This is an optimization exercise on Yosys and OpenROAD, whose aim is small area, not a production implementation.
Where RTL was checked, it was by simulation tests only, not by an equivalence proof against the original.
No activity file was given, so power comes from the tool's default toggle rates.

## run P
==> module alu_sel4, before the edit <==
module alu_sel4 (
	input  logic [3:0] s_n,
	input  logic [3:0] d,
	output logic       y
);
	logic [1:0] h;
	assign h[0] = ~((s_n[0] | d[0]) & (s_n[1] | d[1]));
	assign h[1] = ~((s_n[2] | d[2]) & (s_n[3] | d[3]));
	assign y    = ~|h;
endmodule
==> module alu_shr4, before the edit <==
module alu_shr4 #(
	parameter int STEP = 1
) (
	input  logic [DATA_W-1:0]   x,
	input  logic                fill,
	input  logic [3:0]          sel_n,              
	output logic [DATA_W-1:0]   y
);
	for (genvar i = 0; i < DATA_W; i++) begin : g_bit
		logic [3:0] src;
		for (genvar k = 0; k < 4; k++) begin : g_src
			if (i + k*STEP < DATA_W) begin : g_in
				assign src[k] = x[i + k*STEP];
			end else begin : g_fill
				assign src[k] = fill;
			end
		end
		alu_sel4 u_sel (.s_n(sel_n), .d(src), .y(y[i]));
	end
endmodule
==> module alu_shr, before the edit <==
module alu_shr (
	input  logic [DATA_W-1:0]   x,
	input  logic                fill,
	input  logic [3:0]          sh,
	output logic [DATA_W-1:0]   y
);
	logic [DATA_W-1:0] st1;
	logic [3:0]        sel1_n;
	logic [3:0]        sel2_n;
	always_comb begin
		for (int k = 0; k < 4; k++) begin
			sel1_n[k] = (sh[1:0] != 2'(k));
			sel2_n[k] = (sh[3:2] != 2'(k));
		end
	end
	alu_shr4 #(.STEP(1)) u_st1 (.x(x),   .fill(fill), .sel_n(sel1_n), .y(st1));
	alu_shr4 #(.STEP(4)) u_st2 (.x(st1), .fill(fill), .sel_n(sel2_n), .y(y));
endmodule
export LEC_CHECK = 0
export CAP_MARGIN = 0
export CORE_MARGIN = 2
export CORE_UTILIZATION = 65
export CTS_BUF_LIST = sky130_fd_sc_hd__clkbuf_16
export CTS_CLUSTER_DIAMETER = 100
export CTS_CLUSTER_SIZE = 30
export SLEW_MARGIN = 0
export SYNTH_HIERARCHICAL = 1
create_clock -name core_clock -period 7.0 [get_ports {clk}]
standard.sh (not shown) runs the stock make flow with config.mk's settings and CLKGATE_MAP_FILE= SYNTH_SCRIPT=/design/flow/synth_recipe.tcl, a recipe that flattens the netlist after the stock synthesis.
==> flow/flow/run.sh <==
#!/bin/bash
# The standard layout, with plain buf_1 cells as the port buffers.
export BUFFER_PORTS_ARGS="-buffer_cell sky130_fd_sc_hd__buf_1"
bash standard.sh > standard.log 2>&1
Changes in run R relative to run P:
--- a/flow/design.v
+++ b/flow/design.v
@@ -38,23 +38,20 @@
 	end
 	assign sum = p ^ c;
 endmodule
 module alu_sel4 (
-	input  logic [3:0] s_n,
+	input  logic [3:0] s,
 	input  logic [3:0] d,
 	output logic       y
 );
-	logic [1:0] h;
-	assign h[0] = ~((s_n[0] | d[0]) & (s_n[1] | d[1]));
-	assign h[1] = ~((s_n[2] | d[2]) & (s_n[3] | d[3]));
-	assign y    = ~|h;
+	assign y = |(s & d);
 endmodule
 module alu_shr4 #(
 	parameter int STEP = 1
 ) (
 	input  logic [DATA_W-1:0]   x,
 	input  logic                fill,
-	input  logic [3:0]          sel_n,              
+	input  logic [3:0]          sel,
 	output logic [DATA_W-1:0]   y
 );
 	for (genvar i = 0; i < DATA_W; i++) begin : g_bit
 		logic [3:0] src;
@@ -64,9 +61,9 @@
 			end else begin : g_fill
 				assign src[k] = fill;
 			end
 		end
-		alu_sel4 u_sel (.s_n(sel_n), .d(src), .y(y[i]));
+		alu_sel4 u_sel (.s(sel), .d(src), .y(y[i]));
 	end
 endmodule
 module alu_shr (
 	input  logic [DATA_W-1:0]   x,
@@ -74,18 +71,18 @@
 	input  logic [3:0]          sh,
 	output logic [DATA_W-1:0]   y
 );
 	logic [DATA_W-1:0] st1;
-	logic [3:0]        sel1_n;
-	logic [3:0]        sel2_n;
+	logic [3:0]        sel1;
+	logic [3:0]        sel2;
 	always_comb begin
 		for (int k = 0; k < 4; k++) begin
-			sel1_n[k] = (sh[1:0] != 2'(k));
-			sel2_n[k] = (sh[3:2] != 2'(k));
+			sel1[k] = (sh[1:0] == 2'(k));
+			sel2[k] = (sh[3:2] == 2'(k));
 		end
 	end
-	alu_shr4 #(.STEP(1)) u_st1 (.x(x),   .fill(fill), .sel_n(sel1_n), .y(st1));
-	alu_shr4 #(.STEP(4)) u_st2 (.x(st1), .fill(fill), .sel_n(sel2_n), .y(y));
+	alu_shr4 #(.STEP(1)) u_st1 (.x(x),   .fill(fill), .sel(sel1), .y(st1));
+	alu_shr4 #(.STEP(4)) u_st2 (.x(st1), .fill(fill), .sel(sel2), .y(y));
 endmodule
 module alu_ybit6 (
 	input  logic [5:0] s,
 	input  logic [5:0] d,
### Flow results
Between run P and run R, the worst hold slack figures differ only marginally. Final design area excluding fillers of run R is on par with run P. Run P -> run R: switching share of power flat. In run R, net load switching power is lower than in run P. Run R vs run P — number of iterations in the first detailed-routing pass rose 4. Going from run P to run R, initial antenna violation count now smaller; area after synthesis climbed about 0.4%; final setup slack of the worst path up 0.078 ns; logic gate share of total power -0.3 points; final cell count roughly the same. Run R against run P: final critical-path required period now smaller; first-pass GRT wire length went up.
For run P, only the layout was checked, not whether the RTL still works.

[port drivers added, routing unchanged]
The results above use ideal ports. As a check the final layouts listed here were re-extracted and re-timed, cells and wires unchanged. Step 1 assumes that a clkbuf_16 drives the clock port and a buf_2 every other input. Step 2 moves the port delays by t, midway between the first and last clock arrival at a register: inputs arrive t later, outputs are due t later. That takes back most of the time a late clock gives input paths. a / b / c = ideal ports / drivers / drivers and shift; a / b = the first two.
| run | shift t [ns] | setup WS [ns] | pins driven straight from the clock port |
|---|---|---|---|
| run P | 0.703 | 1.047 / 0.960 / 0.802 | 1 |
| run R | 0.701 | 1.126 / 1.009 / 0.932 | 1 |
After both steps setup and hold are still met in every run listed. The setup slack of run P, which loses most, moves by -0.087 ns with the drivers and by -0.245 ns with both steps.
